Background: an optimization exercise with open tools, aiming at small area, a short achievable clock period and few clock cycles. Do not read the settings as production practice.
At most, simulation tests tie the RTL to the original design; equivalence was not proved.
The RTL of run 1 was laid out without a check of its function.
Power is estimated from default activity; no workload was simulated.

`flow/design.v`:
```
package rsmp_pkg;
    localparam int IDX_W      = 6;
    localparam int OUT_DW     = 8;
    localparam int CNT_MAX_W  = 7;
    localparam int WGT_MAX_W  = 32;
    localparam int OFF_MAX_W  = 32;
    localparam int TOT_MAX_W  = WGT_MAX_W + CNT_MAX_W;
    localparam int ADDR_MAX_W = CNT_MAX_W;
    localparam int JOB_SLOTS  = 2;
    typedef struct packed {
        logic                  en;
        logic [ADDR_MAX_W-1:0] addr;
        logic [WGT_MAX_W-1:0]  data;
    } t_wr;
    typedef struct packed {
        logic                 bank;
        logic [CNT_MAX_W-1:0] count;
        logic [TOT_MAX_W-1:0] total;
        logic [OFF_MAX_W-1:0] offset;
    } t_job;
    typedef enum logic [3:0] {
        S_IDLE,
        S_MUL,
        S_INIT,
        S_FETCH,
        S_SCALE,
        S_ADD,
        S_TEST,
        S_EMIT,
        S_ZERO
    } t_bstate;
endpackage
module systematic_resampler #(
    parameter int MAX_PARTICLES = 64,
    parameter int WEIGHT_BITS   = 16,
    parameter int OFFSET_BITS   = 16
) (
    input  logic                                       i_clk,
    input  logic                                       i_rst_n,
    input  logic                                       s_axis_tvalid,
    output logic                                       s_axis_tready,
    input  logic [((WEIGHT_BITS+OFFSET_BITS+7)/8)*8-1:0] s_axis_tdata,
    input  logic                                       s_axis_tlast,
    output logic                                       m_axis_tvalid,
    input  logic                                       m_axis_tready,
    output logic [rsmp_pkg::OUT_DW-1:0]                m_axis_tdata,
    output logic                                       m_axis_tlast,
    output logic                                       m_axis_tuser
);
    logic        r_tready;
    logic        in_fire;
    logic        in_last;
    logic [15:0] in_w;
    logic [15:0] in_r;
    logic        fire_now;
    logic [15:0] ring [0:63];
    logic [6:0]  wp;             
    logic [6:0]  pf_ptr;         
    logic [6:0]  f_cnt;
    logic [21:0] f_T;
    logic        f_nz;
    logic        f_hold;         
    logic        q0v, q1v;
    logic [6:0]  q0n, q1n;
    logic [21:0] q0T, q1T;
    logic [15:0] q0r, q1r;
    logic        q0z, q1z;
    logic        m_busy, m_done;
    logic [3:0]  m_cnt;
    logic [21:0] m_T;
    logic [15:0] m_r;
    logic [25:0] m_S, m_C;       
    logic        m_cin;          
    logic [21:0] m_acc;
    logic        m_st;
    logic        pf_sel;
    logic [6:0]  pf_idx;
    logic [6:0]  pf_base;        
    logic        pf_par;
    logic        r1_v;
    logic [15:0] r1_w;
    logic [5:0]  r1_idx;
    logic        r1_par;
    logic [6:0]  r1_n;
    logic        r2_v;
    logic [22:0] r2_S, r2_C;     
    logic [5:0]  r2_idx;
    logic        r2_par;
    logic        e0v, e1v;
    logic [21:0] e0w, e1w;       
    logic [22:0] e0t, e1t;       
    logic [5:0]  e0i, e1i;
    logic        e0p, e1p;
    logic        w_busy;
    logic        w_fin;          
    logic        w_first;
    logic        w_par;
    logic [22:0] w_d;            
    logic [5:0]  w_j;
    logic [5:0]  w_s;
    logic        o_v, k_v;
    logic [5:0]  o_i, k_i;
    logic        o_l, k_l;
    logic        o_u, k_u;
    logic        retire;
    assign retire = w_fin;
    assign fire_now      = s_axis_tvalid && r_tready;
    assign s_axis_tready = r_tready;
    always_ff @(posedge i_clk) begin
        in_fire <= i_rst_n && fire_now;
        in_w    <= s_axis_tdata[15:0];
        in_last <= s_axis_tlast;
        if (fire_now) begin
            in_r <= s_axis_tdata[31:16];
        end
    end
    logic        store;
    logic [6:0]  n_new;
    logic [21:0] T_new;
    logic        nz_new;
    logic        job_in;         
    logic [6:0]  job_n;
    logic [21:0] job_T;
    logic        job_z;
    logic        q_room;         
    logic        hold_next;
    assign store  = in_fire && !f_cnt[6];
    assign n_new  = f_cnt + 7'(store);
    assign T_new  = f_T + (store ? 22'(in_w) : 22'd0);
    assign nz_new = f_nz || (store && (in_w != 16'd0));
    assign q_room = !q1v || retire;
    always_comb begin
        job_in = 1'b0;
        job_n  = n_new;
        job_T  = T_new;
        job_z  = !nz_new;
        if (f_hold) begin
            job_in = q_room;
            job_n  = f_cnt;
            job_T  = f_T;
            job_z  = !f_nz;
        end else if (in_fire && in_last) begin
            job_in = q_room;
        end
    end
    assign hold_next = (f_hold || (in_fire && in_last)) && !q_room;
    always_ff @(posedge i_clk) begin
        if (store) begin
            ring[wp[5:0]] <= in_w;
        end
    end
    always_ff @(posedge i_clk) begin
        if (!i_rst_n) begin
            wp     <= '0;
            f_cnt  <= '0;
            f_T    <= '0;
            f_nz   <= 1'b0;
            f_hold <= 1'b0;
        end else begin
            wp <= wp + 7'(store);
            if (f_hold) begin
                if (q_room) begin
                    f_hold <= 1'b0;
                    f_cnt  <= '0;
                    f_T    <= '0;
                    f_nz   <= 1'b0;
                end
            end else if (in_fire) begin
                if (in_last && q_room) begin
                    f_cnt <= '0;
                    f_T   <= '0;
                    f_nz  <= 1'b0;
                end else begin
                    f_cnt  <= n_new;
                    f_T    <= T_new;
                    f_nz   <= nz_new;
                    f_hold <= in_last;
                end
            end
        end
    end
    always_ff @(posedge i_clk) begin
        if (!i_rst_n) begin
            q0v <= 1'b0;
            q1v <= 1'b0;
        end else begin
            if (retire) begin
                q0v <= q1v || job_in;
                q1v <= q1v && job_in;
            end else begin
                q0v <= q0v || job_in;
                q1v <= q1v || (q0v && job_in);
            end
        end
        if (retire) begin
            if (q1v) begin
                q0n <= q1n; q0T <= q1T; q0r <= q1r; q0z <= q1z;
            end else if (job_in) begin
                q0n <= job_n; q0T <= job_T; q0r <= in_r; q0z <= job_z;
            end
            if (q1v && job_in) begin
                q1n <= job_n; q1T <= job_T; q1r <= in_r; q1z <= job_z;
            end
        end else begin
            if (!q0v && job_in) begin
                q0n <= job_n; q0T <= job_T; q0r <= in_r; q0z <= job_z;
            end
            if (q0v && job_in) begin
                q1n <= job_n; q1T <= job_T; q1r <= in_r; q1z <= job_z;
            end
        end
    end
    logic [6:0] used;
    logic       qfull_next;
    logic [6:0] cnt1;
    logic       drop_next;       
    assign used = wp - pf_ptr;
    assign cnt1 = (in_fire && in_last) ? 7'd0 : n_new;
    assign drop_next = !(fire_now && s_axis_tlast)
                    && (cnt1[6] || (fire_now && (cnt1 == 7'd63)));
    assign qfull_next = retire ? (q1v && job_in) : (q1v || (q0v && job_in));
    always_ff @(posedge i_clk) begin
        if (!i_rst_n) begin
            r_tready <= 1'b0;
        end else begin
            r_tready <= (drop_next || ((8'(used) + 8'(in_fire) + 8'(fire_now)) <= 8'd63))
                     && !hold_next
                     && !(fire_now && s_axis_tlast && qfull_next);
        end
    end
    logic        m_tgt;          
    logic        m_tv, m_tz;
    logic [25:0] m_p0, m_p1, m_x1, m_y1, m_x2, m_y2;
    logic [2:0]  m_low;
    logic        m_take;         
    assign m_tgt = w_busy || w_fin;
    assign m_tv  = m_tgt ? q1v : q0v;
    assign m_tz  = m_tgt ? q1z : q0z;
    assign m_p0  = m_r[0] ? 26'(m_T) : 26'd0;
    assign m_p1  = m_r[1] ? {3'd0, m_T, 1'b0} : 26'd0;
    assign m_x1  = m_S ^ m_C ^ m_p0;
    assign m_y1  = {(m_S[24:0] & m_C[24:0]) | (m_S[24:0] & m_p0[24:0]) | (m_C[24:0] & m_p0[24:0]), m_cin};
    assign m_x2  = m_x1 ^ m_y1 ^ m_p1;
    assign m_y2  = {(m_x1[24:0] & m_y1[24:0]) | (m_x1[24:0] & m_p1[24:0]) | (m_y1[24:0] & m_p1[24:0]), 1'b0};
    assign m_low = 3'(m_x2[1:0]) + 3'(m_y2[1:0]);
    always_ff @(posedge i_clk) begin
        if (!i_rst_n) begin
            m_busy <= 1'b0;
            m_done <= 1'b0;
        end else begin
            if (m_busy) begin
                m_cnt <= m_cnt + 4'd1;
                if (m_cnt == 4'd8) begin
                    m_busy <= 1'b0;
                    m_done <= 1'b1;
                end
            end else if (m_take) begin
                m_done <= 1'b0;
            end else if (!m_done && m_tv && !m_tz) begin
                m_busy <= 1'b1;
            end
        end
        if (m_busy) begin
            if (m_cnt[3]) begin
                m_acc <= 22'(m_S + m_C + 26'(m_cin));
            end else begin
                m_S   <= m_x2 >> 2;
                m_C   <= m_y2 >> 2;
                m_cin <= m_low[2];
                m_st  <= m_st || (m_low[1:0] != 2'd0);
                m_r   <= m_r >> 2;
            end
        end else if (!m_done) begin
            m_cnt <= 4'd0;
            m_S   <= '0;
            m_C   <= '0;
            m_cin <= 1'b0;
            m_st  <= 1'b0;
            m_T   <= m_tgt ? q1T : q0T;
            m_r   <= m_tgt ? q1r : q0r;
        end
    end
    logic        head_ok;
    logic        adv;
    logic [22:0] nw, nT;
    logic [22:0] s1, s2, s3;
    logic        emit_c;
    logic        emit;
    logic        w_last;
    logic [5:0]  j_new;
    logic        zemit;
    logic        start_q0;       
    logic        start_q1;       
    logic        start;
    logic [22:0] d_init;
    logic        out_ok;
    assign out_ok  = !k_v;
    assign head_ok = e0v && (e0p == w_par);
    assign adv     = w_busy && (w_first || w_d[22]) && head_ok;
    assign nw      = {1'b0, e0w};
    assign nT      = ~{1'b0, q0T};
    assign s1      = w_d + nw;
    assign s2      = w_d + e0t;
    assign s3      = w_d + nT + 23'd1;
    assign emit_c  = adv ? !s1[22] : (!w_d[22] && !w_first);
    assign emit    = w_busy && emit_c && out_ok;
    assign w_last  = (7'(w_s) + 7'd1) == q0n;
    assign j_new   = adv ? e0i : w_j;
    assign zemit   = !w_busy && !w_fin && q0v && q0z && out_ok;
    assign d_init  = ~{1'b0, m_acc} + 23'(!m_st);
    assign start_q0 = !w_busy && !w_fin && q0v && !q0z && m_done;
    assign start_q1 = w_fin && q1v && !q1z && m_done;
    assign start   = start_q0 || start_q1;
    assign m_take  = start;
    always_ff @(posedge i_clk) begin
        if (!i_rst_n) begin
            w_busy <= 1'b0;
            w_fin  <= 1'b0;
            w_par  <= 1'b0;
        end else begin
            w_fin <= (emit && w_last) || zemit;
            if (retire) begin
                w_par <= !w_par;
            end
            if (start) begin
                w_busy <= 1'b1;
            end else if (emit && w_last) begin
                w_busy <= 1'b0;
            end
        end
        if (start) begin
            w_d     <= d_init;
            w_first <= 1'b1;
            w_s     <= '0;
        end else begin
            if (emit) begin
                w_d <= adv ? s2 : s3;
            end else if (adv) begin
                w_d <= s1;
            end
            if (adv) begin
                w_first <= 1'b0;
            end
            if (emit) begin
                w_s <= w_s + 6'd1;
            end
        end
        w_j <= j_new;
    end
    logic [6:0]  pf_n;
    logic        pf_can;
    logic        pf_rd;
    logic        pf_jump;
    logic        pop;
    logic        room;
    logic        r2_out, r2_free, push;
    logic        r1_out, r1_mv, r1_free;
    logic [21:0] r2_nw;
    logic [22:0] r2_nwT;
    logic [22:0] tsel;
    logic [22:0] tx, ty;
    assign pf_n    = pf_sel ? q1n : q0n;
    assign pop     = adv;
    assign pf_jump = retire && !pf_sel;
    assign pf_can  = (pf_sel ? q1v : q0v) && (pf_idx != pf_n);
    assign room    = !(e0v && e1v) || pop;
    assign r2_out  = r2_v && !(retire && (r2_par == w_par));
    assign push    = r2_out && room;
    assign r2_free = !r2_out || room;
    assign r1_out  = r1_v && ((r1_w != 16'd0) || (r1_idx == 6'd0))
                  && !(retire && (r1_par == w_par));
    assign r1_mv   = r1_out && r2_free;
    assign r1_free = !r1_out || r2_free;
    assign pf_rd   = pf_can && r1_free;
    logic [22:0] bp [0:3];
    logic [2:0]  bneg;
    logic [22:0] br0, br1, br2, br3, bs1, bc1, bs2, bc2;
    always_comb begin
        logic [7:0]  nn;
        logic [2:0]  dg;
        logic [16:0] mag;
        logic        neg;
        nn = {1'b0, r1_n};
        bneg = '0;
        for (int k = 0; k < 4; k++) begin
            dg  = {nn[2*k+1], nn[2*k], (k == 0) ? 1'b0 : nn[2*k-1]};
            neg = dg[2] && !(dg[1] && dg[0]);
            case (dg)
                3'b001, 3'b010, 3'b101, 3'b110: mag = {1'b0, r1_w};
                3'b011, 3'b100:                 mag = {r1_w, 1'b0};
                default:                        mag = '0;
            endcase
            bp[k] = 23'((neg ? ~{6'd0, mag} : {6'd0, mag}) << (2 * k));
            if (k < 3) begin
                bneg[k] = neg;
            end
        end
    end
    assign br0 = bp[0];
    assign br1 = bp[1] | 23'(bneg[0]);
    assign br2 = bp[2] | (23'(bneg[1]) << 2);
    assign br3 = bp[3] | (23'(bneg[2]) << 4);
    assign bs1 = br0 ^ br1 ^ br2;
    assign bc1 = {(br0[21:0] & br1[21:0]) | (br0[21:0] & br2[21:0]) | (br1[21:0] & br2[21:0]), 1'b0};
    assign bs2 = bs1 ^ bc1 ^ br3;
    assign bc2 = {(bs1[21:0] & bc1[21:0]) | (bs1[21:0] & br3[21:0]) | (bc1[21:0] & br3[21:0]), 1'b0};
    assign tsel   = {1'b0, (r2_par == w_par) ? q0T : q1T};
    assign r2_nw  = 22'(r2_S + r2_C);
    assign tx     = r2_S ^ r2_C ^ ~tsel;
    assign ty     = {(r2_S[21:0] & r2_C[21:0]) | (r2_S[21:0] & ~tsel[21:0]) | (r2_C[21:0] & ~tsel[21:0]), 1'b1};
    assign r2_nwT = tx + ty;
    always_ff @(posedge i_clk) begin
        if (!i_rst_n) begin
            pf_ptr  <= '0;
            pf_base <= '0;
            pf_idx  <= '0;
            pf_sel  <= 1'b0;
            pf_par  <= 1'b0;
            r1_v    <= 1'b0;
            r2_v    <= 1'b0;
        end else begin
            r1_v <= (pf_rd && !pf_jump) || (r1_out && !r2_free);
            r2_v <= r1_mv || (r2_out && !room);
            if (pf_jump) begin
                pf_ptr  <= pf_base + pf_n;
                pf_base <= pf_base + pf_n;
                pf_idx  <= '0;
                pf_par  <= !pf_par;
            end else begin
                if (pf_rd) begin
                    pf_ptr <= pf_ptr + 7'd1;
                end
                if (!pf_sel && q0v && (pf_idx == pf_n)) begin
                    pf_sel  <= 1'b1;
                    pf_base <= pf_ptr;
                    pf_idx  <= '0;
                    pf_par  <= !pf_par;
                end else begin
                    if (pf_rd) begin
                        pf_idx <= pf_idx + 7'd1;
                    end
                    if (retire) begin
                        pf_sel <= 1'b0;
                    end
                end
            end
        end
        if (pf_rd) begin
            r1_w   <= ring[pf_ptr[5:0]];
            r1_idx <= pf_idx[5:0];
            r1_par <= pf_par;
            r1_n   <= pf_n;
        end
        if (r1_mv) begin
            r2_S   <= bs2;
            r2_C   <= bc2;
            r2_idx <= r1_idx;
            r2_par <= r1_par;
        end
    end
    logic k0, k1;
    always_comb begin
        k0 = e0v && !pop && !(retire && (e0p == w_par));
        k1 = e1v && !(retire && (e1p == w_par));
    end
    always_ff @(posedge i_clk) begin
        if (!i_rst_n) begin
            e0v <= 1'b0;
            e1v <= 1'b0;
        end else begin
            e0v <= k0 || k1 || push;
            e1v <= (k0 && k1) || ((k0 || k1) && push);
        end
        if (!k0) begin
            if (k1) begin
                e0w <= e1w; e0t <= e1t; e0i <= e1i; e0p <= e1p;
            end else begin
                e0w <= r2_nw; e0t <= r2_nwT; e0i <= r2_idx; e0p <= r2_par;
            end
        end
        if (!(k0 && k1)) begin
            e1w <= r2_nw; e1t <= r2_nwT; e1i <= r2_idx; e1p <= r2_par;
        end
    end
    logic       o_free;
    logic       p_v;
    logic [5:0] p_i;
    logic       p_l, p_u;
    assign o_free = !o_v || m_axis_tready;
    assign p_v    = emit || zemit;
    assign p_i    = zemit ? 6'd0 : j_new;
    assign p_l    = zemit ? 1'b1 : w_last;
    assign p_u    = zemit;
    always_ff @(posedge i_clk) begin
        if (!i_rst_n) begin
            o_v <= 1'b0;
            k_v <= 1'b0;
        end else begin
            if (o_free) begin
                o_v <= k_v || p_v;
                k_v <= 1'b0;
            end else if (p_v) begin
                k_v <= 1'b1;
            end
        end
        if (o_free) begin
            if (k_v) begin
                o_i <= k_i; o_l <= k_l; o_u <= k_u;
            end else if (p_v) begin
                o_i <= p_i; o_l <= p_l; o_u <= p_u;
            end
        end else if (p_v) begin
            k_i <= p_i; k_l <= p_l; k_u <= p_u;
        end
    end
    assign m_axis_tvalid = o_v;
    assign m_axis_tdata  = {2'b00, o_i};
    assign m_axis_tlast  = o_l;
    assign m_axis_tuser  = o_u;
endmodule
```
`flow/config.mk`:
```
export PLATFORM = sky130hd
export DESIGN_NAME = systematic_resampler
export DESIGN_NICKNAME = systematic_resampler
export VERILOG_FILES = /design/flow/design.v
export SDC_FILE = /design/flow/constraint.sdc
export NUM_CORES = 4
export LEC_CHECK = 0
export CAP_MARGIN = 20
export CORE_MARGIN = 2
export CORE_UTILIZATION = 50
export SETUP_SLACK_MARGIN = 5
export SLEW_MARGIN = 20
export TNS_END_PERCENT = 100
```
`flow/constraint.sdc`:
```
create_clock -name core_clock -period 8.0 [get_ports {i_clk}]
set_input_delay 1.6000 -clock core_clock [delete_from_list [all_inputs] [get_ports {i_clk}]]
set_output_delay 1.6000 -clock core_clock [all_outputs]
set_load 0.01 [all_outputs]
```
`flow/run.sh`:
```
#!/bin/bash
# synth_recipe.tcl (not shown) runs the flow's synth.tcl, then flattens the netlist and writes it again
# the make line also repeats each setting of config.mk as NAME=value (left out here)
make -C /OpenROAD-flow-scripts/flow DESIGN_CONFIG=/design/flow/config.mk WORK_HOME=/design/flow/orfs CLKGATE_MAP_FILE= SYNTH_SCRIPT=/design/flow/synth_recipe.tcl finish
```
==> impl_metrics.toml, run 1 <==
[cts]
tritoncts = "yes"
holdBufCountCts = 0
cts_buffer_depth = 3
cts_buffers = 164
clock_latency_ns = 0.79
numClockSinks = 1570
path_clk_slew_ns = 0.06
htreeDepth = 4
clockRootBuffer = "sky130_fd_sc_hd__clkbuf_16"

[worst_setup_path]
cp-start-kind = "flop"
internal_reg_to_reg_setup_slack_ns = 4.08
critical_path_peak_fanout = 8
ff2ff_path_depth = 16
critical_path_class = "reg -> reg"
endpoint_kind = "flop"
crit_arrival_ns = 4.58
critPathRequiredTime_ns = 8.65

[synthesis]
netlist_area_um2 = 71800
count_of_mapped_cells_out_of_synthesis = 4547
synth_edf_count = 1460
yosysUniqueCellTypes = 88
seq_area_frac_synth_pct = 64.2
flops_latches_synth = 1570
synth.top_cells.by_area = "sky130_fd_sc_hd__edfxtp_1 61%, sky130_fd_sc_hd__mux4_2 11%, sky130_fd_sc_hd__ha_1 3.2%, sky130_fd_sc_hd__dfxtp_1 3.1%, sky130_fd_sc_hd__fa_1 3.0%"
synthDominantAreaCellType = "sky130_fd_sc_hd__edfxtp_1"
yosysTopAreaCellShare_pct = 61.1
postSynthAreaPerCell_um2 = 15.8
synthMostInstantiatedCell = "sky130_fd_sc_hd__edfxtp_1"
number_of_warnings_printed_during_yosys_synthesis = 2
synth.cells.most_frequent = "1460 x sky130_fd_sc_hd__edfxtp_1, 336 x sky130_fd_sc_hd__mux4_2, 294 x sky130_fd_sc_hd__nor2_1, 220 x sky130_fd_sc_hd__nand2_1, 214 x sky130_fd_sc_hd__inv_1"
synthFlopType = "sky130_fd_sc_hd__edfxtp_1"
postSynth.asyncResetShare_pct = 0

[drt]
wl_per_cell_um = 27.0
detail_route.first_pass.iterations = 6
totalWireLength_um = 186000
antenna_left = 0
via_per_inst = 5.91
via_count = 40700
post-route-drc-count = 0
starting_drc_count_in_detailed_routing = 3524

[die]
die_height_um = 383
number_of_placement_rows = 139
start_util_pct = 50.2
pin_count = 49
fp.coreArea_um2 = 143000
die_x_um = 383
die_area_um2 = 147000

[power_and_ir_drop]
share_comb_of_total_power_pct = 6.5
leakage_nw = 29.4
seq_power_share_pct = 51.1
switching_share_pct = 22.1
net-switching-power_mw = 3.96
cellInternalPower_mw = 13.9
clockPowerShare_pct = 42.4
vdd_drop_max_uv = 181
powerDensity_nw_per_um2 = 213

[sta]
fin_worst_skew_ns = 0.0444
final_hold_violating_endpoints = 0
worst_pin_slew_ns = 0.966
grt_setup_unrepaired = "true"
setup-tns-final_ns = 0
clock.fmax_mhz = 255
post_layout_min_period_ns = 3.92
timing.final.max_slew_violations = 0
worst_slack_ns = 4.08
setup_violations = 0
relSlewSlack_pct = 35.5
final.period_utilization_pct = 49.1

[placement]
port_buffers = 46
dpl_worst_slack_ns = 3.47
gp_congestion = 0.901
postPlaceCellArea_um2 = 75300
post-dp-hpwl_um = 114000

[min_path]
worstHoldPathType = "reg -> reg"
whs_path_depth = 0

[final_layout]
fin_nets = 5177
post_route_cells_drive_above_1_share_pct = 26.6
postLayoutCoreUtil_pct = 58.9
layout_area_overhead_pct = 17.4
final_design_area_no_fill_um2 = 84300

[grt]
grt_antenna_before_repair = 5
gr_overflow_total = 0
global_route_wire_length_before_repair_um = 271000
grt_use_total_pct = 25.2
grt_max_degree = 86
first_global_vias = 40200

[flow_run]
drv_cap = 0

[run_status]
outcome = "complete, no violations"
==> state kept, by name, indices dropped and copies added, names as in the netlist, 21 cells and up <==
register,count
q0T,22
e1t,23
ring,1024
q1T,22
r2_S,23
e1w,22
m_C,22
m_T,22
m_S,21
m_acc,22
w_d,23
f_T,22
e0t,23
e0w,22
==> worst paths after layout <==
check,end,start
max reg2reg,e0t[20],r2_par
max,e0t[20],r2_par
min reg2reg,q1r[10],in_r[10]
min,q1r[10],in_r[10]
==> layout by cell type (no fill, tap or decap), types with 31 or more instances in the layout <==
cell / instances
sky130_fd_sc_hd__a21oi_1: 151
sky130_fd_sc_hd__clkinv_1: 31
sky130_fd_sc_hd__clkbuf_16: 169
sky130_fd_sc_hd__inv_1: 203
sky130_fd_sc_hd__xnor2_1: 136
sky130_fd_sc_hd__a21oi_2: 34
sky130_fd_sc_hd__nand2_1: 205
sky130_fd_sc_hd__ha_1: 154
sky130_fd_sc_hd__buf_4: 217
sky130_fd_sc_hd__xor2_1: 87
sky130_fd_sc_hd__a22oi_1: 43
sky130_fd_sc_hd__buf_6: 34
sky130_fd_sc_hd__edfxtp_1: 1460
sky130_fd_sc_hd__mux4_2: 336
sky130_fd_sc_hd__and2_1: 111
sky130_fd_sc_hd__nand3_1: 44
sky130_fd_sc_hd__clkbuf_1: 42
sky130_fd_sc_hd__fa_1: 100
sky130_fd_sc_hd__mux2_2: 109
sky130_fd_sc_hd__o21ai_0: 90
sky130_fd_sc_hd__clkdlybuf4s50_1: 35
sky130_fd_sc_hd__nor2_1: 266
sky130_fd_sc_hd__a21o_1: 46
sky130_fd_sc_hd__mux2i_1: 32
sky130_fd_sc_hd__nor3_1: 45
sky130_fd_sc_hd__dfxtp_1: 84
==> worst max-delay path, stage by stage, from the launching register on <==
cell                       delay [ns]
sky130_fd_sc_hd__edfxtp_1        0.43
sky130_fd_sc_hd__xnor2_2         0.26
sky130_fd_sc_hd__buf_12          0.15
sky130_fd_sc_hd__buf_12          0.12
sky130_fd_sc_hd__mux2_2          0.34
sky130_fd_sc_hd__fa_1            0.48
sky130_fd_sc_hd__inv_1           0.06
sky130_fd_sc_hd__ha_4            0.27
sky130_fd_sc_hd__o21a_1          0.18
sky130_fd_sc_hd__o21ai_0         0.34
sky130_fd_sc_hd__a31oi_4         0.11
sky130_fd_sc_hd__a21oi_4         0.21
sky130_fd_sc_hd__buf_6           0.13
sky130_fd_sc_hd__o21ai_4         0.06
sky130_fd_sc_hd__o311a_1         0.36
sky130_fd_sc_hd__a21oi_2         0.13
sky130_fd_sc_hd__mux2_2          0.16
==> through the flow <==
stage,power (mW),instances,hold slack (ns)
floorplan,10.0,4548,0.417
global placement,10.3,6408,0.430
detailed placement,10.3,6408,0.433
CTS,18.0,6817,0.448
global route,18.5,6884,0.453
finish,17.9,6886,0.448
==> repair_timing <==
action	in CTS	in global routing
endpoints found under the setup margin	351	242
resized for setup	278	151
buffers inserted	100	63
cloned	12	4
pin swaps	94	98
==> kinds of logic (layout without fill, tap and decap cells) <==
| group | after synthesis | in the layout | share of synthesized area (%) |
|---|---|---|---|
| flip-flops | 1570 | 1570 | 64.2 |
| AND/OR/NAND/NOR | 908 | 909 | 6.01 |
| AO/OA/AOI/OAI | 619 | 619 | 5.54 |
| multiplexers | 490 | 490 | 12.9 |
| buffers and inverters | 426 | 858 | 2.26 |
| adder cells (fa/ha/maj) | 290 | 290 | 6.16 |
| XOR/XNOR | 243 | 243 | 2.97 |
| other | 1 | 4 | 0.00523 |
==> routing by layer <==
layer | global-route usage [%] | up-vias | part of all wire, %
met5 | 0 | - | 0.0070
met4 | 8.67 | 2 | 3.7
met3 | 4.00 | 341 | 6.1
met2 | 42.2 | 1351 | 49
met1 | 33.8 | 21000 | 41
li1 | - | 18100 | -
==> cell type report <==
type	instances	area, um^2
flip-flops and latches	1570	46100
clock buffers	214	4380
multi-input cells	2553	26000
inverters	219	847
diodes	2	5.00
clock inverters	83	1010
fillers	10900	58700
repair buffers	342	3510
well taps	1903	2380
==> power by group through the flow <==
stage	sequential (mW)	combinational, mW	clock (mW)
floorplan	9.32	0.692	0
finish	9.16	1.16	7.59
global route	9.16	1.27	8.05
CTS	9.16	1.11	7.74
detailed placement	9.35	0.991	0
global placement	9.35	0.977	0
==> inputs of run 2 (changes only) <==
--- a/flow/design.v
+++ b/flow/design.v
@@ -66,13 +66,15 @@
     logic [15:0] q0r, q1r;
     logic        q0z, q1z;
     logic        m_busy, m_done;
-    logic [3:0]  m_cnt;
-    logic [21:0] m_T;
+    logic [2:0]  m_cnt;
+    logic        m_fc;           
+    logic [21:0] m_T;            
     logic [15:0] m_r;
+    logic [3:0]  m_lx, m_ly;     
+    logic [3:0]  m_dig;          
+    logic [3:0]  m_nxt;          
     logic [25:0] m_S, m_C;       
-    logic        m_cin;          
-    logic [21:0] m_acc;
-    logic        m_st;
+    logic        m_st;           
     logic        pf_sel;
     logic [6:0]  pf_idx;
     logic [6:0]  pf_base;        
@@ -88,7 +90,8 @@
     logic        r2_par;
     logic        e0v, e1v;
     logic [21:0] e0w, e1w;       
-    logic [22:0] e0t, e1t;       
+    logic [22:0] e0t;            
+    logic        e1q1;           
     logic [5:0]  e0i, e1i;
     logic        e0p, e1p;
     logic        w_busy;
@@ -230,54 +233,85 @@
     end
     logic        m_tgt;          
     logic        m_tv, m_tz;
-    logic [25:0] m_p0, m_p1, m_x1, m_y1, m_x2, m_y2;
-    logic [2:0]  m_low;
+    logic [29:0] m_p0, m_p1, m_p2, m_p3;
+    logic [29:0] m_x1, m_y1, m_x2, m_y2, m_x3, m_y3, m_x4, m_y4;
+    logic [4:0]  m_low;
+    logic        m_lc;           
     logic        m_take;         
+    logic        m_early;        
+    logic        land0;          
     assign m_tgt = w_busy || w_fin;
     assign m_tv  = m_tgt ? q1v : q0v;
     assign m_tz  = m_tgt ? q1z : q0z;
-    assign m_p0  = m_r[0] ? 26'(m_T) : 26'd0;
-    assign m_p1  = m_r[1] ? {3'd0, m_T, 1'b0} : 26'd0;
-    assign m_x1  = m_S ^ m_C ^ m_p0;
-    assign m_y1  = {(m_S[24:0] & m_C[24:0]) | (m_S[24:0] & m_p0[24:0]) | (m_C[24:0] & m_p0[24:0]), m_cin};
-    assign m_x2  = m_x1 ^ m_y1 ^ m_p1;
-    assign m_y2  = {(m_x1[24:0] & m_y1[24:0]) | (m_x1[24:0] & m_p1[24:0]) | (m_y1[24:0] & m_p1[24:0]), 1'b0};
-    assign m_low = 3'(m_x2[1:0]) + 3'(m_y2[1:0]);
+    assign m_r   = m_tgt ? q1r : q0r;
+    always_comb begin
+        case (m_cnt[1:0])
+            2'd0: m_nxt = m_r[7:4];
+            2'd1: m_nxt = m_r[11:8];
+            default: m_nxt = m_r[15:12];
+        endcase
+    end
+    assign m_p0  = m_dig[0] ? 30'(m_T)        : 30'd0;
+    assign m_p1  = m_dig[1] ? 30'({m_T, 1'b0})  : 30'd0;
+    assign m_p2  = m_dig[2] ? 30'({m_T, 2'b0})  : 30'd0;
+    assign m_p3  = m_dig[3] ? 30'({m_T, 3'b0})  : 30'd0;
+    logic [29:0] m_se, m_ce;
+    assign m_se  = 30'(m_S);
+    assign m_ce  = 30'(m_C);
+    assign m_low = 5'(m_lx) + 5'(m_ly);
+    assign m_lc  = m_low[4];
+    assign m_x1  = m_se ^ m_ce ^ m_p0;
+    assign m_y1  = {(m_se[28:0] & m_ce[28:0]) | (m_se[28:0] & m_p0[28:0]) | (m_ce[28:0] & m_p0[28:0]), 1'b0};
+    assign m_x2  = m_p1 ^ m_p2 ^ m_p3;
+    assign m_y2  = {(m_p1[28:0] & m_p2[28:0]) | (m_p1[28:0] & m_p3[28:0]) | (m_p2[28:0] & m_p3[28:0]), 1'b0};
+    assign m_x3  = m_x1 ^ m_y1 ^ m_x2;
+    assign m_y3  = {(m_x1[28:0] & m_y1[28:0]) | (m_x1[28:0] & m_x2[28:0]) | (m_y1[28:0] & m_x2[28:0]), 1'b0};
+    assign m_x4  = m_x3 ^ m_y3 ^ m_y2;
+    assign m_y4  = {(m_x3[28:0] & m_y3[28:0]) | (m_x3[28:0] & m_y2[28:0]) | (m_y3[28:0] & m_y2[28:0]), m_lc};
+    assign land0   = retire ? !q1v : !q0v;
+    assign m_early = job_in && !job_z && !m_busy && !m_done
+                  && ((land0 && !w_busy) || (!land0 && w_busy));
     always_ff @(posedge i_clk) begin
         if (!i_rst_n) begin
             m_busy <= 1'b0;
             m_done <= 1'b0;
         end else begin
             if (m_busy) begin
-                m_cnt <= m_cnt + 4'd1;
-                if (m_cnt == 4'd8) begin
+                m_cnt <= m_cnt + 3'd1;
+                if (m_cnt[2]) begin
                     m_busy <= 1'b0;
                     m_done <= 1'b1;
                 end
             end else if (m_take) begin
                 m_done <= 1'b0;
-            end else if (!m_done && m_tv && !m_tz) begin
+            end else if (!m_done && ((m_tv && !m_tz) || m_early)) begin
                 m_busy <= 1'b1;
             end
         end
-        if (m_busy) begin
-            if (m_cnt[3]) begin
-                m_acc <= 22'(m_S + m_C + 26'(m_cin));
-            end else begin
-                m_S   <= m_x2 >> 2;
-                m_C   <= m_y2 >> 2;
-                m_cin <= m_low[2];
-                m_st  <= m_st || (m_low[1:0] != 2'd0);
-                m_r   <= m_r >> 2;
-            end
+        if (m_busy && m_cnt[2]) begin
+            m_fc  <= m_lc;
+            m_st  <= m_st || (m_low[3:0] != 4'd0);
+        end else if (m_busy) begin
+            m_S   <= m_x4[29:4];
+            m_C   <= m_y4[29:4];
+            m_lx  <= m_x4[3:0];
+            m_ly  <= m_y4[3:0];
+            m_st  <= m_st || (m_low[3:0] != 4'd0);
+            m_dig <= m_nxt;
         end else if (!m_done) begin
-            m_cnt <= 4'd0;
+            m_cnt <= 3'd0;
             m_S   <= '0;
             m_C   <= '0;
-            m_cin <= 1'b0;
+            m_lx  <= '0;
+            m_ly  <= '0;
             m_st  <= 1'b0;
-            m_T   <= m_tgt ? q1T : q0T;
-            m_r   <= m_tgt ? q1r : q0r;
+            if (m_tv && !m_tz) begin
+                m_dig <= m_r[3:0];
+                m_T   <= m_tgt ? q1T : q0T;
+            end else begin
+                m_dig <= in_r[3:0];
+                m_T   <= job_T;
+            end
         end
     end
     logic        head_ok;
@@ -307,7 +341,12 @@
     assign w_last  = (7'(w_s) + 7'd1) == q0n;
     assign j_new   = adv ? e0i : w_j;
     assign zemit   = !w_busy && !w_fin && q0v && q0z && out_ok;
-    assign d_init  = ~{1'b0, m_acc} + 23'(!m_st);
+    logic [22:0] di_a, di_b, di_x, di_y;
+    assign di_a    = ~m_S[22:0];
+    assign di_b    = ~m_C[22:0];
+    assign di_x    = di_a ^ di_b ^ 23'(!m_st);
+    assign di_y    = {(di_a[21:0] & di_b[21:0]) | ((di_a[21:0] ^ di_b[21:0]) & 22'(!m_st)), !m_fc};
+    assign d_init  = di_x + di_y;
     assign start_q0 = !w_busy && !w_fin && q0v && !q0z && m_done;
     assign start_q1 = w_fin && q1v && !q1z && m_done;
     assign start   = start_q0 || start_q1;
@@ -352,21 +391,23 @@
     logic        pf_rd;
     logic        pf_jump;
     logic        pop;
-    logic        room;
     logic        r2_out, r2_free, push;
     logic        r1_out, r1_mv, r1_free;
     logic [21:0] r2_nw;
-    logic [22:0] r2_nwT;
-    logic [22:0] tsel;
-    logic [22:0] tx, ty;
+    logic [22:0] e1_nwT;
     assign pf_n    = pf_sel ? q1n : q0n;
     assign pop     = adv;
     assign pf_jump = retire && !pf_sel;
     assign pf_can  = (pf_sel ? q1v : q0v) && (pf_idx != pf_n);
-    assign room    = !(e0v && e1v) || pop;
+    logic e0_live, e1_live, e0_free, e1_free, e1_mv;
+    assign e0_live = e0v && !(retire && (e0p == w_par));
+    assign e1_live = e1v && !(retire && (e1p == w_par));
+    assign e0_free = !e0_live || pop;
+    assign e1_mv   = e1_live && e0_free;
+    assign e1_free = !e1_live || e0_free;
     assign r2_out  = r2_v && !(retire && (r2_par == w_par));
-    assign push    = r2_out && room;
-    assign r2_free = !r2_out || room;
+    assign push    = r2_out && e1_free;
+    assign r2_free = !r2_out || e1_free;
     assign r1_out  = r1_v && ((r1_w != 16'd0) || (r1_idx == 6'd0))
                   && !(retire && (r1_par == w_par));
     assign r1_mv   = r1_out && r2_free;
@@ -404,11 +445,8 @@
     assign bc1 = {(br0[21:0] & br1[21:0]) | (br0[21:0] & br2[21:0]) | (br1[21:0] & br2[21:0]), 1'b0};
     assign bs2 = bs1 ^ bc1 ^ br3;
     assign bc2 = {(bs1[21:0] & bc1[21:0]) | (bs1[21:0] & br3[21:0]) | (bc1[21:0] & br3[21:0]), 1'b0};
-    assign tsel   = {1'b0, (r2_par == w_par) ? q0T : q1T};
     assign r2_nw  = 22'(r2_S + r2_C);
-    assign tx     = r2_S ^ r2_C ^ ~tsel;
-    assign ty     = {(r2_S[21:0] & r2_C[21:0]) | (r2_S[21:0] & ~tsel[21:0]) | (r2_C[21:0] & ~tsel[21:0]), 1'b1};
-    assign r2_nwT = tx + ty;
+    assign e1_nwT = {1'b0, e1w} + {1'b1, ~(e1q1 ? q1T : q0T)} + 23'd1;
     always_ff @(posedge i_clk) begin
         if (!i_rst_n) begin
             pf_ptr  <= '0;
@@ -420,7 +458,7 @@
             r2_v    <= 1'b0;
         end else begin
             r1_v <= (pf_rd && !pf_jump) || (r1_out && !r2_free);
-            r2_v <= r1_mv || (r2_out && !room);
+            r2_v <= r1_mv || (r2_out && !e1_free);
             if (pf_jump) begin
                 pf_ptr  <= pf_base + pf_n;
                 pf_base <= pf_base + pf_n;
@@ -458,28 +496,22 @@
             r2_par <= r1_par;
         end
     end
-    logic k0, k1;
-    always_comb begin
-        k0 = e0v && !pop && !(retire && (e0p == w_par));
-        k1 = e1v && !(retire && (e1p == w_par));
-    end
     always_ff @(posedge i_clk) begin
         if (!i_rst_n) begin
             e0v <= 1'b0;
             e1v <= 1'b0;
         end else begin
-            e0v <= k0 || k1 || push;
-            e1v <= (k0 && k1) || ((k0 || k1) && push);
+            e0v <= e1_mv || (e0_live && !pop);
+            e1v <= push || (e1_live && !e0_free);
         end
-        if (!k0) begin
-            if (k1) begin
-                e0w <= e1w; e0t <= e1t; e0i <= e1i; e0p <= e1p;
-            end else begin
-                e0w <= r2_nw; e0t <= r2_nwT; e0i <= r2_idx; e0p <= r2_par;
-            end
+        if (e1_mv) begin
+            e0w <= e1w; e0t <= e1_nwT; e0i <= e1i; e0p <= e1p;
         end
-        if (!(k0 && k1)) begin
-            e1w <= r2_nw; e1t <= r2_nwT; e1i <= r2_idx; e1p <= r2_par;
+        if (push) begin
+            e1w <= r2_nw; e1i <= r2_idx; e1p <= r2_par;
+            e1q1 <= (r2_par != w_par) && !retire;
+        end else if (retire) begin
+            e1q1 <= 1'b0;
         end
     end
     logic       o_free;
==> impl_metrics.toml, run 2 <==
[flow_run]
drv_cap = 0

[placement]
port_buffers = 46
postPlaceCellArea_um2 = 74100
gp_congestion = 0.877
dpl_worst_slack_ns = 3.98
post-dp-hpwl_um = 117000

[synthesis]
netlist_area_um2 = 70800
synth_edf_count = 1408
synthFlopType = "sky130_fd_sc_hd__edfxtp_1"
yosysUniqueCellTypes = 79
postSynthAreaPerCell_um2 = 15.5
yosysTopAreaCellShare_pct = 59.7
synth.top_cells.by_area = "sky130_fd_sc_hd__edfxtp_1 60%, sky130_fd_sc_hd__mux4_2 11%, sky130_fd_sc_hd__ha_1 3.7%, sky130_fd_sc_hd__fa_1 3.5%, sky130_fd_sc_hd__dfxtp_1 3.1%"
flops_latches_synth = 1517
count_of_mapped_cells_out_of_synthesis = 4566
seq_area_frac_synth_pct = 62.8
synth.cells.most_frequent = "1408 x sky130_fd_sc_hd__edfxtp_1, 336 x sky130_fd_sc_hd__mux4_2, 277 x sky130_fd_sc_hd__nor2_1, 240 x sky130_fd_sc_hd__inv_1, 208 x sky130_fd_sc_hd__ha_1"
synthDominantAreaCellType = "sky130_fd_sc_hd__edfxtp_1"
number_of_warnings_printed_during_yosys_synthesis = 2
synthMostInstantiatedCell = "sky130_fd_sc_hd__edfxtp_1"
postSynth.asyncResetShare_pct = 0

[drt]
wl_per_cell_um = 27.5
detail_route.first_pass.iterations = 5
post-route-drc-count = 0
via_count = 40900
via_per_inst = 5.96
starting_drc_count_in_detailed_routing = 3882
antenna_left = 0
totalWireLength_um = 188000

[cts]
numClockSinks = 1517
cts_buffers = 162
holdBufCountCts = 0
cts_buffer_depth = 3
tritoncts = "yes"
htreeDepth = 4
path_clk_slew_ns = 0.06
clock_latency_ns = 0.81
clockRootBuffer = "sky130_fd_sc_hd__clkbuf_16"

[final_layout]
final_cell_mix = "1408 x sky130_fd_sc_hd__edfxtp_1, 336 x sky130_fd_sc_hd__mux4_2, 252 x sky130_fd_sc_hd__nor2_1, 236 x sky130_fd_sc_hd__inv_1, 188 x sky130_fd_sc_hd__buf_4"
final_design_area_no_fill_um2 = 82700
layout_commonest_cell = "sky130_fd_sc_hd__edfxtp_1"
fill_cell_instance_count_of_the_final_layout = 10700
post_route_cells_drive_above_1_share_pct = 22.9
fin_nets = 5203
layout_area_overhead_pct = 16.7
max_ffs_per_register = 1024

[grt]
grt_use_total_pct = 25.6
gr_overflow_total = 0
global_route_wire_length_before_repair_um = 273000
grt_max_degree = 94
first_global_vias = 40500
grt_antenna_before_repair = 1

[power_and_ir_drop]
post-layout-total-power_mw = 17.1
powerDensity_nw_per_um2 = 207
vdd_drop_max_uv = 203
leakage_nw = 28.7

[min_path]
hold-path-endpoint = "e1i[0]"
whs_path_depth = 0
worstHoldPathType = "reg -> reg"
hold_start = "r2_idx[0]"

[sta]
setup_violations = 0
final.period_utilization_pct = 45.1
post_layout_min_period_ns = 3.61
final_hold_violating_endpoints = 0
fin_worst_skew_ns = 0.0575
grt_setup_unrepaired = "true"
clock.fmax_mhz = 277
relSlewSlack_pct = 27.2
setup-tns-final_ns = 0
worst_hold_slack_ns = 0.406
timing.final.max_slew_violations = 0
worst_slack_ns = 4.39
worst_pin_slew_ns = 1.09

[die]
die_area_um2 = 145000
start_util_pct = 50.2
fp.coreArea_um2 = 141000
die_height_um = 380
number_of_placement_rows = 138
pin_count = 49
die_x_um = 380

[worst_setup_path]
r2r_end = "w_d[22]"
critical_path_peak_fanout = 4
worstPathCellList = "ha_4 -> fa_2 -> a211o_1 -> a2111oi_4 -> o21a_2 -> o31ai_4 -> a2111oi_4 -> o31a_4 -> buf_12 -> buf_12 -> nand3_2 -> mux2_4 -> and3_4"
cp_slowest_stage_delay_ns = 0.43
cp-start-kind = "flop"
ff2ff_path_depth = 13
internal_reg_to_reg_setup_slack_ns = 4.39
critPathSlowestCell = "sky130_fd_sc_hd__edfxtp_1"
timing.rr.start = "w_d[0]"
critPathRequiredTime_ns = 8.56
critical_path_class = "reg -> reg"
endpoint_kind = "flop"
crit_arrival_ns = 4.17

[run_status]
outcome = "complete, no violations"
## run 2: cell types whose count changed after synthesis, moves of 12 or more
cell	delta
sky130_fd_sc_hd__a22oi_1	+12
sky130_fd_sc_hd__and2_1	+30
sky130_fd_sc_hd__edfxtp_1	-52
sky130_fd_sc_hd__fa_1	+19
sky130_fd_sc_hd__ha_1	+24
sky130_fd_sc_hd__inv_1	+26
sky130_fd_sc_hd__mux2_2	-73
sky130_fd_sc_hd__mux2i_1	+25
sky130_fd_sc_hd__nand2_1	-27
sky130_fd_sc_hd__nor2_1	-17
sky130_fd_sc_hd__nor3_1	+25
sky130_fd_sc_hd__or3_1	-14
## run 2: report_power, final
group          switching (mW)  internal (mW)
registers              0.0554           8.70
logic                   0.446          0.323
clock network            3.18           4.37
total                    3.68           13.4
## run 2: how the worst max path moves through the flow
stage           start  endpoint  slack (ns)  depth (start not counted)
6_report       w_d[0]   w_d[22]        4.39                         13
3_3_place_gp   w_d[0]   w_d[22]        4.01                         12
2_1_floorplan  w_d[0]   w_d[22]        4.67                         12
4_1_cts        w_d[0]   w_d[20]        4.36                         12
5_1_grt        w_d[0]   w_d[22]        4.29                         13
3_5_place_dp   w_d[0]   w_d[22]        3.98                         12
## run 2: cell families (layout without fill, tap and decap cells)
logic type | count (synthesis) | after routing | share of synthesized area [%]
muxes | 442 | 442 | 12.3
adders and majority gates | 333 | 333 | 7.21
xor gates and xnor gates | 228 | 228 | 2.82
AOI/OAI and AO/OA | 688 | 688 | 6.34
other | 1 | 4 | 0.00530
DFF | 1517 | 1517 | 62.8
and+or+nand+nor | 895 | 899 | 6.08
buffers and inverters | 462 | 854 | 2.49
## run 2: routing by layer
| metal | global-route usage [%] | vias up | routed length, um |
|---|---|---|---|
| li1 | - | 18100 | - |
| met1 | 34.2 | 21200 | 76300 |
| met2 | 43.1 | 1348 | 94000 |
| met3 | 3.53 | 275 | 10600 |
| met4 | 9.42 | 0 | 7420 |
| met5 | 0 | - | 0 |
## run 2: critical path: cells and delay by family (launching register included)
family          cells  cell delay [ns]
compound gates      6             1.69
fa+ha+maj           2             0.53
buf+inv             2             0.26
flops               1             0.43
mux                 1             0.27
simple gates        2             0.23
## run 2: metrics by stage
step | utilization, % | std cells
floorplan | - | 4567
global route | 58.6 | 6853
CTS | 57.6 | 6794
global placement | 52.5 | 6398
detailed placement | 52.5 | 6398
finish | 58.6 | 6855
## run 2: layout make-up
class                      count  area [um^2]  area share, %
sequential                  1517        44500           53.9
inverter                     243          952           1.15
clock inverter                86         1030           1.25
multi-input combinational   2592        26000           31.5
antenna                        2         5.00        0.00606
timing repair buffer         317         3380           4.09
clock buffer                 208         4370           5.29
tap                         1890         2360           2.86
## run 2: what timing repair did
| action | in CTS | in global routing |
|---|---|---|
| cloned | 13 | 8 |
| pin swaps | 53 | 85 |
| gates resized for setup | 189 | 147 |
| setup buffers | 89 | 48 |
| setup endpoints to repair | 442 | 210 |
Testbench counts of run 2, summed over its fixed seeds: cycles 9,161.
==> inputs of run 3 (changes only) <==
--- a/flow/design.v
+++ b/flow/design.v
@@ -68,6 +68,7 @@
     logic        m_busy, m_done;
     logic [2:0]  m_cnt;
     logic        m_fc;           
+    logic [22:0] m_D;            
     logic [21:0] m_T;            
     logic [15:0] m_r;
     logic [3:0]  m_lx, m_ly;     
@@ -107,6 +108,22 @@
     logic        o_u, k_u;
     logic        retire;
     assign retire = w_fin;
+    function automatic logic [22:0] ksadd(input logic [22:0] a, input logic [22:0] b,
+                                          input logic ci);
+        logic [22:0] g, p, gg, pp;
+        g  = a & b;
+        p  = a ^ b;
+        gg = g;
+        pp = p;
+        gg[0] = g[0] | (p[0] & ci);
+        for (int sh = 1; sh < 23; sh = sh * 2) begin
+            for (int i = 22; i >= sh; i--) begin
+                gg[i] = gg[i] | (pp[i] & gg[i-sh]);
+                pp[i] = pp[i] & pp[i-sh];
+            end
+        end
+        ksadd = p ^ {gg[21:0], ci};
+    endfunction
     assign fire_now      = s_axis_tvalid && r_tready;
     assign s_axis_tready = r_tready;
     always_ff @(posedge i_clk) begin
@@ -129,7 +146,9 @@
     logic        hold_next;
     assign store  = in_fire && !f_cnt[6];
     assign n_new  = f_cnt + 7'(store);
-    assign T_new  = f_T + (store ? 22'(in_w) : 22'd0);
+    logic [22:0] T_sum;
+    assign T_sum  = ksadd({1'b0, f_T}, {7'd0, store ? in_w : 16'd0}, 1'b0);
+    assign T_new  = T_sum[21:0];
     assign nz_new = f_nz || (store && (in_w != 16'd0));
     assign q_room = !q1v || retire;
     always_comb begin
@@ -268,6 +287,13 @@
     assign m_y3  = {(m_x1[28:0] & m_y1[28:0]) | (m_x1[28:0] & m_x2[28:0]) | (m_y1[28:0] & m_x2[28:0]), 1'b0};
     assign m_x4  = m_x3 ^ m_y3 ^ m_y2;
     assign m_y4  = {(m_x3[28:0] & m_y3[28:0]) | (m_x3[28:0] & m_y2[28:0]) | (m_y3[28:0] & m_y2[28:0]), m_lc};
+    logic [22:0] di_a, di_b, di_x, di_y;
+    logic        di_st;
+    assign di_st   = m_st;
+    assign di_a    = ~m_S[22:0];
+    assign di_b    = ~m_C[22:0];
+    assign di_x    = di_a ^ di_b ^ 23'(!di_st);
+    assign di_y    = {(di_a[21:0] & di_b[21:0]) | ((di_a[21:0] ^ di_b[21:0]) & 22'(!di_st)), !m_fc};
     assign land0   = retire ? !q1v : !q0v;
     assign m_early = job_in && !job_z && !m_busy && !m_done
                   && ((land0 && !w_busy) || (!land0 && w_busy));
@@ -278,7 +304,7 @@
         end else begin
             if (m_busy) begin
                 m_cnt <= m_cnt + 3'd1;
-                if (m_cnt[2]) begin
+                if (m_cnt == 3'd5) begin
                     m_busy <= 1'b0;
                     m_done <= 1'b1;
                 end
@@ -288,9 +314,11 @@
                 m_busy <= 1'b1;
             end
         end
-        if (m_busy && m_cnt[2]) begin
+        if (m_busy && (m_cnt == 3'd4)) begin
             m_fc  <= m_lc;
             m_st  <= m_st || (m_low[3:0] != 4'd0);
+        end else if (m_busy && (m_cnt == 3'd5)) begin
+            m_D   <= ksadd(di_x, di_y, 1'b0);
         end else if (m_busy) begin
             m_S   <= m_x4[29:4];
             m_C   <= m_y4[29:4];
@@ -333,20 +361,15 @@
     assign adv     = w_busy && (w_first || w_d[22]) && head_ok;
     assign nw      = {1'b0, e0w};
     assign nT      = ~{1'b0, q0T};
-    assign s1      = w_d + nw;
-    assign s2      = w_d + e0t;
-    assign s3      = w_d + nT + 23'd1;
+    assign s1      = ksadd(w_d, nw, 1'b0);
+    assign s2      = ksadd(w_d, e0t, 1'b0);
+    assign s3      = ksadd(w_d, nT, 1'b1);
     assign emit_c  = adv ? !s1[22] : (!w_d[22] && !w_first);
     assign emit    = w_busy && emit_c && out_ok;
     assign w_last  = (7'(w_s) + 7'd1) == q0n;
     assign j_new   = adv ? e0i : w_j;
     assign zemit   = !w_busy && !w_fin && q0v && q0z && out_ok;
-    logic [22:0] di_a, di_b, di_x, di_y;
-    assign di_a    = ~m_S[22:0];
-    assign di_b    = ~m_C[22:0];
-    assign di_x    = di_a ^ di_b ^ 23'(!m_st);
-    assign di_y    = {(di_a[21:0] & di_b[21:0]) | ((di_a[21:0] ^ di_b[21:0]) & 22'(!m_st)), !m_fc};
-    assign d_init  = di_x + di_y;
+    assign d_init  = m_D;
     assign start_q0 = !w_busy && !w_fin && q0v && !q0z && m_done;
     assign start_q1 = w_fin && q1v && !q1z && m_done;
     assign start   = start_q0 || start_q1;
@@ -446,7 +469,7 @@
     assign bs2 = bs1 ^ bc1 ^ br3;
     assign bc2 = {(bs1[21:0] & bc1[21:0]) | (bs1[21:0] & br3[21:0]) | (bc1[21:0] & br3[21:0]), 1'b0};
     assign r2_nw  = 22'(r2_S + r2_C);
-    assign e1_nwT = {1'b0, e1w} + {1'b1, ~(e1q1 ? q1T : q0T)} + 23'd1;
+    assign e1_nwT = ksadd({1'b0, e1w}, {1'b1, ~(e1q1 ? q1T : q0T)}, 1'b1);
     always_ff @(posedge i_clk) begin
         if (!i_rst_n) begin
             pf_ptr  <= '0;
--- a/flow/config.mk
+++ b/flow/config.mk
@@ -8,6 +8,6 @@
 export CAP_MARGIN = 20
 export CORE_MARGIN = 2
 export CORE_UTILIZATION = 50
-export SETUP_SLACK_MARGIN = 5
+export SETUP_SLACK_MARGIN = 4.5
 export SLEW_MARGIN = 20
 export TNS_END_PERCENT = 100
==> impl_metrics.toml, run 3 <==
[drt]
via_per_inst = 5.83
totalWireLength_um = 174000
antenna_left = 0
via_count = 39500
detail_route.first_pass.iterations = 6
starting_drc_count_in_detailed_routing = 3367
post-route-drc-count = 0
wl_per_cell_um = 25.7

[power_and_ir_drop]
net-switching-power_mw = 3.71
seq_power_share_pct = 52.6
post-layout-total-power_mw = 16.9
clockPowerShare_pct = 42.9
leakage_nw = 27.8
vdd_drop_max_uv = 204
switching_share_pct = 21.9
cellInternalPower_mw = 13.2
share_comb_of_total_power_pct = 4.5
powerDensity_nw_per_um2 = 210

[cts]
cts_buffers = 162
htreeDepth = 4
tritoncts = "yes"
numClockSinks = 1540
path_clk_slew_ns = 0.06
cts_buffer_depth = 3
clockRootBuffer = "sky130_fd_sc_hd__clkbuf_16"
clock_latency_ns = 0.81

[sta]
relSlewSlack_pct = 24.2
post_layout_min_period_ns = 3.54
setup_violations = 0
final_hold_violating_endpoints = 0
setup-tns-final_ns = 0
final.period_utilization_pct = 44.2
fin_worst_skew_ns = 0.0545
grt_setup_unrepaired = "true"
worst_pin_slew_ns = 1.13
timing.final.max_slew_violations = 0
worst_slack_ns = 4.46
clock.fmax_mhz = 283

[flow_run]
drv_cap = 0

[worst_setup_path]
worstPathCellList = "buf_6 -> ha_4 -> fa_2 -> a211oi_4 -> o21ai_2 -> a211oi_2 -> a2111o_1 -> a21oi_4 -> nor3_4 -> buf_4 -> o31a_4 -> nand2_1 -> o221a_2"
cp_slowest_stage_delay_ns = 0.43
cp-start-kind = "flop"
ff2ff_path_depth = 13
endpoint_kind = "flop"
critical_path_class = "reg -> reg"
crit_arrival_ns = 4.06
critPathRequiredTime_ns = 8.52
crit_path_start = "w_d[0]"
critical_path_peak_fanout = 5
timing.rr.start = "w_d[0]"
critPathSlowestCell = "sky130_fd_sc_hd__fa_2"

[grt]
global_route_wire_length_before_repair_um = 258000
grt_antenna_before_repair = 3
grt_use_total_pct = 23.8
gr_overflow_total = 0
grt_max_degree = 131
first_global_vias = 39500

[die]
fp.coreArea_um2 = 142000
die_x_um = 382
number_of_placement_rows = 138
pin_count = 49
die_area_um2 = 146000
start_util_pct = 50.5
die_height_um = 382

[final_layout]
final_design_area_no_fill_um2 = 80600
max_ffs_per_register = 1024
post_route_cells_drive_above_1_share_pct = 18.2
final_cell_mix = "1431 x sky130_fd_sc_hd__edfxtp_1, 336 x sky130_fd_sc_hd__mux4_2, 270 x sky130_fd_sc_hd__nor2_1, 243 x sky130_fd_sc_hd__inv_1, 212 x sky130_fd_sc_hd__a21oi_1"
fin_nets = 5131
layout_area_overhead_pct = 12.6
layout_commonest_cell = "sky130_fd_sc_hd__edfxtp_1"

[min_path]
whs_path_depth = 0
hold_start = "r2_idx[2]"
worstHoldPathType = "reg -> reg"

[placement]
port_buffers = 46
postPlaceCellArea_um2 = 74600
post-dp-hpwl_um = 113000
gp_congestion = 0.887
dpl_worst_slack_ns = 3.58

[synthesis]
count_of_mapped_cells_out_of_synthesis = 4603
postSynth.asyncResetShare_pct = 0
yosysUniqueCellTypes = 88
postSynthAreaPerCell_um2 = 15.6
synthFlopType = "sky130_fd_sc_hd__edfxtp_1"
synth.top_cells.by_area = "sky130_fd_sc_hd__edfxtp_1 60%, sky130_fd_sc_hd__mux4_2 11%, sky130_fd_sc_hd__ha_1 3.6%, sky130_fd_sc_hd__fa_1 3.5%, sky130_fd_sc_hd__dfxtp_1 3.0%"
number_of_warnings_printed_during_yosys_synthesis = 2
synth_edf_count = 1431
flops_latches_synth = 1540
synthDominantAreaCellType = "sky130_fd_sc_hd__edfxtp_1"
synthMostInstantiatedCell = "sky130_fd_sc_hd__edfxtp_1"
seq_area_frac_synth_pct = 63.1
netlist_area_um2 = 71600
synth.cells.most_frequent = "1431 x sky130_fd_sc_hd__edfxtp_1, 336 x sky130_fd_sc_hd__mux4_2, 274 x sky130_fd_sc_hd__nor2_1, 244 x sky130_fd_sc_hd__inv_1, 221 x sky130_fd_sc_hd__a21oi_1"
yosysTopAreaCellShare_pct = 60.0

[run_status]
outcome = "complete, no violations"
## run 3: path summary, 6_finish.rpt
kind	endpoint	slack, ns
max	w_d[18]	4.46
max reg2reg	w_d[18]	4.46
min reg2reg	e1i[2]	0.39
min	e1i[2]	0.39
## run 3: metal layers
metal | track usage (%) | share of wire [%] | up-vias
met1 | 32.4 | 42 | 20300
met5 | 0 | 0 | -
met3 | 2.99 | 4.8 | 229
li1 | - | - | 17900
met2 | 40.6 | 51 | 1057
met4 | 6.58 | 2.6 | 0
## run 3: power by group through the flow
stage	combinational, mW	clock (mW)	sequential [mW]
floorplan	0.487	0	9.07
finish	0.756	7.26	8.91
detailed placement	0.746	0	9.09
CTS	0.763	7.42	8.92
global route	0.838	7.73	8.92
global placement	0.735	0	9.09
## run 3: per-stage QoR
| stage | hold slack (ns) | std cells | utilization, % |
|---|---|---|---|
| after global routing | 0.410 | 6779 | 56.9 |
| after global placement | 0.401 | 6439 | 52.6 |
| after floorplan | 0.400 | 4604 | - |
| after detailed placement | 0.405 | 6439 | 52.6 |
| final | 0.393 | 6780 | 56.9 |
| after CTS | 0.385 | 6743 | 56.5 |
## run 3: cell type report
class / instances / area [um^2]
Clock inverter: 89 / 887
Timing Repair Buffer: 206 / 1920
Tap cell: 1890 / 2360
Fill cell: 11100 / 61100
Multi-Input combinational cell: 2604 / 25100
Clock buffer: 203 / 4270
Antenna cell: 1 / 2.50
Inverter: 247 / 935
Sequential cell: 1540 / 45200
## run 3: timing repair
item	CTS	global route
hold endpoints to repair	0	0
gates cloned	1	5
pin swaps	8	28
setup endpoints to repair	176	113
hold buffers	0	0
buffers inserted	11	31
gates resized for setup	46	54
## run 3: critical path: cells and delay by family (launching register included)
kind / cells / cell delay (ns)
compound gates: 7 / 1.50
fa+ha+maj: 2 / 0.58
buf+inv: 2 / 0.31
flops: 1 / 0.42
simple gates: 2 / 0.47
## run 3: cells by family after synthesis
kind of cell,share of synthesized area (%)
AND/OR/NAND/NOR,6.01
AO/OA/AOI/OAI,6.35
other,0.00524
adder cells (fa/ha/maj),7.13
buffers and inverters,2.51
XOR/XNOR,2.79
multiplexers,12.1
flip-flops,63.1
Testbench counts of run 3, summed over its fixed seeds: cycles 9,208.
==> inputs of run 4 (changes only) <==
--- a/flow/design.v
+++ b/flow/design.v
@@ -74,7 +74,7 @@
     logic [3:0]  m_lx, m_ly;     
     logic [3:0]  m_dig;          
     logic [3:0]  m_nxt;          
-    logic [25:0] m_S, m_C;       
+    logic [22:0] m_S, m_C;       
     logic        m_st;           
     logic        pf_sel;
     logic [6:0]  pf_idx;
@@ -262,6 +262,7 @@
     assign m_tgt = w_busy || w_fin;
     assign m_tv  = m_tgt ? q1v : q0v;
     assign m_tz  = m_tgt ? q1z : q0z;
+    assign m_T   = m_tgt ? q1T : q0T;
     assign m_r   = m_tgt ? q1r : q0r;
     always_comb begin
         case (m_cnt[1:0])
@@ -320,8 +321,8 @@
         end else if (m_busy && (m_cnt == 3'd5)) begin
             m_D   <= ksadd(di_x, di_y, 1'b0);
         end else if (m_busy) begin
-            m_S   <= m_x4[29:4];
-            m_C   <= m_y4[29:4];
+            m_S   <= m_x4[26:4];
+            m_C   <= m_y4[26:4];
             m_lx  <= m_x4[3:0];
             m_ly  <= m_y4[3:0];
             m_st  <= m_st || (m_low[3:0] != 4'd0);
@@ -333,13 +334,7 @@
             m_lx  <= '0;
             m_ly  <= '0;
             m_st  <= 1'b0;
-            if (m_tv && !m_tz) begin
-                m_dig <= m_r[3:0];
-                m_T   <= m_tgt ? q1T : q0T;
-            end else begin
-                m_dig <= in_r[3:0];
-                m_T   <= job_T;
-            end
+            m_dig <= (m_tv && !m_tz) ? m_r[3:0] : in_r[3:0];
         end
     end
     logic        head_ok;
==> impl_metrics.toml, run 4 <==
[run_status]
outcome = "complete, no violations"

[sta]
worst_hold_slack_ns = 0.382
relSlewSlack_pct = 27.2
clock.fmax_mhz = 291
final_hold_violating_endpoints = 0
worst_slack_ns = 4.57
post_layout_min_period_ns = 3.43
setup-tns-final_ns = 0
grt_setup_unrepaired = "true"
worst_pin_slew_ns = 1.09
final.period_utilization_pct = 42.9
fin_worst_skew_ns = 0.0607
setup_violations = 0
timing.final.max_slew_violations = 0

[final_layout]
fin_nets = 5041
final_cell_mix = "1409 x sky130_fd_sc_hd__edfxtp_1, 336 x sky130_fd_sc_hd__mux4_2, 256 x sky130_fd_sc_hd__nor2_1, 233 x sky130_fd_sc_hd__inv_1, 205 x sky130_fd_sc_hd__ha_1"
layout_commonest_cell = "sky130_fd_sc_hd__edfxtp_1"
finish.cell_count_without_fillers = 6700
layout_area_overhead_pct = 13.5
antenna_cells = 0
max_ffs_per_register = 1024
post_route_cells_drive_above_1_share_pct = 19.5
multi_input_area_um2 = 25100
fill_cell_instance_count_of_the_final_layout = 11100
ff_latch_area_um2 = 44500

[synthesis]
yosysUniqueCellTypes = 88
yosysTopAreaCellShare_pct = 59.8
count_of_mapped_cells_out_of_synthesis = 4502
flops_latches_synth = 1518
netlist_area_um2 = 70700
postSynthAreaPerCell_um2 = 15.7
synthFlopType = "sky130_fd_sc_hd__edfxtp_1"
synth_edf_count = 1409
postSynth.asyncResetShare_pct = 0
synthDominantAreaCellType = "sky130_fd_sc_hd__edfxtp_1"
synthMostInstantiatedCell = "sky130_fd_sc_hd__edfxtp_1"
number_of_warnings_printed_during_yosys_synthesis = 2
seq_area_frac_synth_pct = 62.9
synth.top_cells.by_area = "sky130_fd_sc_hd__edfxtp_1 60%, sky130_fd_sc_hd__mux4_2 11%, sky130_fd_sc_hd__ha_1 3.7%, sky130_fd_sc_hd__fa_1 3.5%, sky130_fd_sc_hd__dfxtp_1 3.1%"
synth.cells.most_frequent = "1409 x sky130_fd_sc_hd__edfxtp_1, 336 x sky130_fd_sc_hd__mux4_2, 262 x sky130_fd_sc_hd__nor2_1, 233 x sky130_fd_sc_hd__inv_1, 208 x sky130_fd_sc_hd__ha_1"

[worst_setup_path]
critical_path_peak_fanout = 1
cp-start-kind = "flop"
cp_slowest_stage_delay_ns = 0.58
critPathRequiredTime_ns = 6.40
critical_path_class = "reg -> out"
crit_cells = 1
ff2ff_path_depth = 13
endpoint_kind = "output port"
timing.rr.start = "w_fin"
worstPathCellList = "clkdlybuf4s50_1"
critPathSlowestCell = "sky130_fd_sc_hd__clkdlybuf4s50_1"
r2r_end = "m_S[16]"
internal_reg_to_reg_setup_slack_ns = 4.59
cp.buffers_inverters = 1
crit_arrival_ns = 1.83
critical_path.top_delay_family = "buffers and inverters"

[cts]
tritoncts = "yes"
clockRootBuffer = "sky130_fd_sc_hd__clkbuf_16"
htreeDepth = 4
numClockSinks = 1518
holdBufCountCts = 0
path_clk_slew_ns = 0.06
cts_buffers = 163
clock_latency_ns = 0.80
cts_buffer_depth = 3

[drt]
post-route-drc-count = 0
via_count = 39400
wl_per_cell_um = 26.7
antenna_left = 0
via_per_inst = 5.88
starting_drc_count_in_detailed_routing = 3469
totalWireLength_um = 179000
detail_route.first_pass.iterations = 5

[min_path]
whs_path_depth = 0
hold_start = "r2_idx[2]"
hold-path-endpoint = "e1i[2]"
worstHoldPathType = "reg -> reg"

[die]
die_area_um2 = 144000
number_of_placement_rows = 138
start_util_pct = 50.2
die_x_um = 380
fp.coreArea_um2 = 141000
die_height_um = 380
pin_count = 49

[grt]
gr_overflow_total = 0
grt_use_total_pct = 24.8
grt_max_degree = 75
global_route_wire_length_before_repair_um = 265000
grt_antenna_before_repair = 4
first_global_vias = 39400

[flow_run]
drv_cap = 0

[placement]
port_buffers = 46
post-dp-hpwl_um = 115000
numPlacedInstances = 6349
dpl_worst_slack_ns = 3.51
gp_congestion = 0.894

[power_and_ir_drop]
powerDensity_nw_per_um2 = 214
vdd_drop_max_uv = 241
leakage_nw = 27.5
## run 4: repair_timing
action	CTS	global route
resized for setup	89	43
pin swaps	9	12
endpoints found under the setup margin	150	86
buffers inserted	12	28
gates cloned	5	2
## run 4: how the worst max path moves through the flow
stage | slack, ns | to | start
2_1_floorplan | 4.52 | r2_S[10] | r1_n[1]
3_3_place_gp | 3.55 | r2_S[4] | r1_n[1]
3_5_place_dp | 3.51 | r2_S[4] | r1_n[1]
4_1_cts | 4.49 | q0T[21] | in_fire
5_1_grt | 4.40 | q0T[11] | in_fire
6_report | 4.57 | m_axis_tdata[1] | o_i[1]
## run 4: cells by family (layout without fill, tap and decap cells)
| group | count (synthesis) | in the layout | synth area share, % |
|---|---|---|---|
| compound gates | 656 | 656 | 6.00 |
| xor+xnor | 223 | 223 | 2.76 |
| other cells | 1 | 2 | 0.00530 |
| flops | 1518 | 1518 | 62.9 |
| fa+ha+maj | 333 | 333 | 7.22 |
| mux | 455 | 455 | 12.5 |
| simple gates | 870 | 870 | 6.13 |
| buf+inv | 446 | 753 | 2.50 |
## run 4: metal layers
| layer | share of wire [%] | GRT usage, % | vias to the layer above |
|---|---|---|---|
| met5 | 0.012 | 0 | - |
| met4 | 3.5 | 8.44 | 4 |
| met3 | 4.6 | 3.35 | 292 |
| met2 | 51 | 42.8 | 1059 |
| met1 | 41 | 32.6 | 20400 |
| li1 | - | - | 17600 |
## run 4: layout make-up
class,count,area share (%)
clock buffer,223,5.64
clock inverter,81,1.08
inverter,237,1.11
multi-input combinational,2539,31.2
sequential,1518,55.5
tap,1890,2.95
timing repair buffer,212,2.56
## run 4: power by group
group | internal, mW | switching, mW | total, mW
combinational | 0.379 | 0.518 | 0.897
sequential | 8.72 | 0.0587 | 8.77
clock | 4.31 | 3.19 | 7.49
total | 13.4 | 3.77 | 17.2
## run 4: stage by stage
step / instance area (um^2) / util, % / power (mW)
2_1_floorplan: 70800 / - / 9.52
3_3_place_gp: 73700 / 52.3 / 9.81
3_5_place_dp: 73700 / 52.3 / 9.83
4_1_cts: 79900 / 56.7 / 17.3
5_1_grt: 80300 / 57.0 / 17.7
6_report: 80300 / 57.0 / 17.2
Testbench counts of run 4, summed over its fixed seeds: cycles 9,208.

## afterwards: timing with drivers on the ports
No port has a modelled driver above. Below, the same layouts with a new extraction and two added sets of constraints.
Step 1 (the two cells are an assumption about what drives the block):
set clk [get_ports {i_clk}]
set_driving_cell -lib_cell sky130_fd_sc_hd__clkbuf_16 $clk
set_driving_cell -lib_cell sky130_fd_sc_hd__buf_2 [delete_from_list [all_inputs] $clk]
Step 2 moves the port delays by t, midway between the first and last clock arrival at a register: inputs arrive t later, outputs are due t later. That takes back most of the time a late clock gives input paths.
Slacks: ideal ports / drivers / drivers and shift; pairs: ideal ports / drivers.
run	t (ns)	setup WS [ns]	worst setup path after step 2	worst slew at a driven data input, ns
run 1	0.855	4.076 / 4.076 / 4.076	register to register	0.16
run 2	0.865	4.393 / 4.393 / 4.354	input to register	0.04
run 3	0.856	4.461 / 4.461 / 4.218	input to register	0.05
run 4	0.852	4.567 / 4.481 / 3.910	input to register	0.09
After both steps setup and hold are still met in every run listed. For run 4, which loses most, drivers alone change the setup slack by -0.086 ns; drivers and shift together by -0.657 ns.
